Background: an optimization exercise with open tools, aiming at a short achievable clock period and few clock cycles. Do not read the settings as production practice. The RTL was checked by simulation tests, not by an equivalence proof against the original design. Power is estimated from default activity; no workload was simulated.

P:
// cpu_core
module cpu_core (
    input  logic               clk,
    input  logic               rst,
    output logic [31:0]        imem_addr,
    input  logic [31:0]        imem_rdata,
    output logic               dmem_we,
    output logic [31:0]        dmem_addr,
    output logic [31:0]        dmem_wdata,
    input  logic [31:0]        dmem_rdata
);
Size in the first run: roughly 8100 cells after synthesis, about 1800 flip-flops, roughly 160 I/O pins.
clock: 7.5 ns
lec_check: 0
abc_clock_period_in_ps: 3000
cap_margin: 20
core_margin: 2
core_utilization: 40
place_density: 0.6
setup_slack_margin: 4.0
slew_margin: 20
tns_end_percent: 30
run.sh (not shown) runs the stock make flow with config.mk's settings and CLKGATE_MAP_FILE= SYNTH_SCRIPT=/design/flow/synth_recipe.tcl, a recipe that flattens the netlist after the stock synthesis.
Testbench counts of P, summed over its fixed seeds: cycles 177,597.
## Diff of input files: Q against P
--- a/flow/design.v
+++ b/flow/design.v
@@ -76,23 +76,24 @@
         .cin  (sub),
         .s    (sum),
         .cout (cout)
     );
     assign lt  = sgn ? ((a[31] ^ b[31]) ? a[31] : sum[31]) : ~cout;
     assign sl  = b << sh;
     assign sr  = $signed({sgn & b[31], b}) >>> sh;
+    cpu_pkg::word_t rest;
     always_comb begin
-        y = ({32{sel[cpu_pkg::R_ADD]}} & sum)
-          | ({32{sel[cpu_pkg::R_SLT]}} & {31'b0, lt})
-          | ({32{sel[cpu_pkg::R_AND]}} & (a & b))
-          | ({32{sel[cpu_pkg::R_OR]}}  & (a | b))
-          | ({32{sel[cpu_pkg::R_XOR]}} & (a ^ b))
-          | ({32{sel[cpu_pkg::R_NOR]}} & ~(a | b))
-          | ({32{sel[cpu_pkg::R_SL]}}  & sl)
-          | ({32{sel[cpu_pkg::R_SR]}}  & sr);
+        rest = ({32{sel[cpu_pkg::R_SLT]}} & {31'b0, lt})
+             | ({32{sel[cpu_pkg::R_AND]}} & (a & b))
+             | ({32{sel[cpu_pkg::R_OR]}}  & (a | b))
+             | ({32{sel[cpu_pkg::R_XOR]}} & (a ^ b))
+             | ({32{sel[cpu_pkg::R_NOR]}} & ~(a | b))
+             | ({32{sel[cpu_pkg::R_SL]}}  & sl)
+             | ({32{sel[cpu_pkg::R_SR]}}  & sr);
+        y = ({32{sel[cpu_pkg::R_ADD]}} & sum) | rest;
     end
 endmodule
 `timescale 1ns/100ps
 module regfile (
     input  logic               clk,
     input  logic               rst,
     input  cpu_pkg::reg_addr_t raddr1,
@@ -141,14 +142,15 @@
     logic [31:0] e_a, e_b, e_s;         
     logic [4:0]  e_sh;                  
     logic        e_shv;                 
     logic        e_fa, e_fb, e_fs;      
     logic [31:2] e_alt;                 
     logic        e_back;                
     logic        m_wr, m_ld, m_st;
+    logic        sq;                    
     logic [4:0]  m_dst;
     logic [31:0] m_res, m_sd;
     logic [31:0] wb_data;
     logic        wb_we;
     logic [31:0] ir;
     logic [5:0]  op, fn;
     logic [4:0]  rs, rt, rd;
@@ -229,29 +231,32 @@
     );
     logic stall;
     assign stall = 1'b0;
     logic [31:2] pc4, btarget, jtarget;
     logic        mispredict;
     logic        d_pred;
     assign pc4     = pc + 30'd1;
-    assign btarget = pc4 + {{14{imm[15]}}, imm};
+    logic [31:0] bt_s;
+    logic        bt_c;
+    add32 bt_i (.a ({2'b00, pc}), .b ({{16{imm[15]}}, imm}), .cin (1'b1), .s (bt_s), .cout (bt_c));
+    assign btarget = bt_s[29:0];
     assign jtarget = {pc4[31:28], ir[25:0]};
     localparam int BHT_W = 8;
     logic [1:0]       bht [2**BHT_W];
     logic [1:0]       bht_q;
     logic [BHT_W-1:0] e_bidx;
     logic [1:0]       e_ctr;
     logic             e_taken;
     assign bht_q  = bht[pc[BHT_W+1:2]];
     assign d_pred = imm[15] ^ bht_q[1];
     logic             u_v, u_up;
     logic [BHT_W-1:0] u_idx;
     logic [1:0]       u_ctr;
     always_ff @(posedge clk) begin
-        u_v   <= e_br && !rst;
+        u_v   <= e_br && !sq && !rst;
         u_up  <= e_taken ^ e_back;
         u_idx <= e_bidx;
         u_ctr <= e_ctr;
         if (rst) begin
             for (int i = 0; i < 2**BHT_W; i++) bht[i] <= 2'b01;
         end else if (u_v) begin
             if (u_up) begin
@@ -270,15 +275,15 @@
             if (d_j) pc <= jtarget;
             else if ((d_beq || d_bne) && d_pred) pc <= btarget;
             else pc <= pc4;
         end
     end
     assign imem_addr = {pc, 2'b00};
     logic kill;
-    assign kill = rst || mispredict || stall;
+    assign kill = rst || stall;
     always_ff @(posedge clk) begin
         e_wr  <= d_wr && !kill;
         e_ld  <= d_lw && !kill;
         e_st  <= d_sw && !kill;
         e_br  <= (d_beq || d_bne) && !kill;
         e_bne <= d_bne;
         e_pred <= d_pred;
@@ -293,17 +298,17 @@
         e_shv <= d_shv;
         e_a   <= d_lui ? 32'd0 : rf_a;
         e_b   <= d_rt_ok || d_beq || d_bne ? rf_b
                : d_lui  ? {imm, 16'h0000}
                : d_zext ? {16'h0000, imm}
                :          {{16{imm[15]}}, imm};
         e_s   <= rf_b;
-        e_fa  <= e_wr && (e_dst != 5'd0) && (e_dst == rs) && !d_lui;
-        e_fb  <= e_wr && (e_dst != 5'd0) && (e_dst == rt) && (d_rt_ok || d_beq || d_bne);
-        e_fs  <= e_wr && (e_dst != 5'd0) && (e_dst == rt);
+        e_fa  <= e_wr && !sq && (e_dst != 5'd0) && (e_dst == rs) && !d_lui;
+        e_fb  <= e_wr && !sq && (e_dst != 5'd0) && (e_dst == rt) && (d_rt_ok || d_beq || d_bne);
+        e_fs  <= e_wr && !sq && (e_dst != 5'd0) && (e_dst == rt);
         e_alt <= d_pred ? pc4 : btarget;
     end
     logic [31:0] xa, xb, xs, y;
     assign xa = e_fa ? wb_data : e_a;
     assign xb = e_fb ? wb_data : e_b;
     assign xs = e_fs ? wb_data : e_s;
     alu alu_i (
@@ -312,19 +317,20 @@
         .sgn (e_sgn),
         .a   (xa),
         .b   (xb),
         .sh  (e_shv ? xa[4:0] : e_sh),
         .y   (y)
     );
     assign e_taken    = (xa == xb) ^ e_bne;
-    assign mispredict = e_br && (e_taken != e_pred);
+    assign mispredict = e_br && !sq && (e_taken != e_pred);
     always_ff @(posedge clk) begin
-        m_wr  <= e_wr && !rst;
-        m_ld  <= e_ld && !rst;
-        m_st  <= e_st && !rst;
+        m_wr  <= e_wr && !rst && !sq;
+        m_ld  <= e_ld && !rst && !sq;
+        m_st  <= e_st && !rst && !sq;
+        sq    <= mispredict && !rst;
         m_dst <= e_dst;
         m_res <= y;
         m_sd  <= xs;
     end
     assign dmem_we    = m_st;
     assign dmem_addr  = m_res;
     assign dmem_wdata = m_sd;
==> comparison <==
- Of P and Q, the lower last weighted congestion value of the routability-driven placer belongs to Q.
- From P to Q the numbers moved as follows: clock power moved up; total of max-cap violations level; synthesized area moved down.
- Q: final-layout clock-cell area share is 0.27 points higher than what P reported.
- Going from P to Q, final standard cell count with taps included and fillers excluded shows a reduction of 2.1%; number of global-route vias before repair has decreased.
- In the reports for P and Q, the larger relative area change from synthesis to final layout belongs to P.
- Diff P -> Q | die area | down slightly
- Compared to P, Q shows a wider setup margin.
- Final critical path time including I/O delays and setup ends up lower on Q.
- Looking at final area, Q sits 2.0% lower than P does.
- Q: flow completed, timing, DRC and antenna clean
- On flip-flop and latch count, P and Q are basically level.
- Fraction of the mapped netlist area in compound gates of Q is on par with P.
Testbench counts of Q, summed over its fixed seeds: cycles 177,597.

## afterwards: timing with drivers on the ports
The results above use ideal ports. As a check the final layouts listed here were re-extracted and re-timed, cells and wires unchanged.
Step 1 sets driving cells, clkbuf_16 on the clock port and buf_2 on the other inputs (assumed; they add their load-dependent delay and slew).
Step 2 also shifts input and output timing later by t, the mid clock arrival at the registers, as if the neighbouring blocks saw the same clock.
Three values: ideal, step 1, step 2; two values: the first two.
| run | t, ns | setup WS [ns] | hold WS [ns] |
|---|---|---|---|
| P | 0.928 | 3.335 / 3.335 / 2.465 | 0.327 / 0.327 / 0.327 |
| Q | 0.940 | 3.497 / 3.510 / 2.629 | 0.326 / 0.326 / 0.326 |
After both steps setup and hold are still met in every run listed. The setup slack of P, which loses most, moves by 0.000 ns with the drivers and by -0.870 ns with both steps.
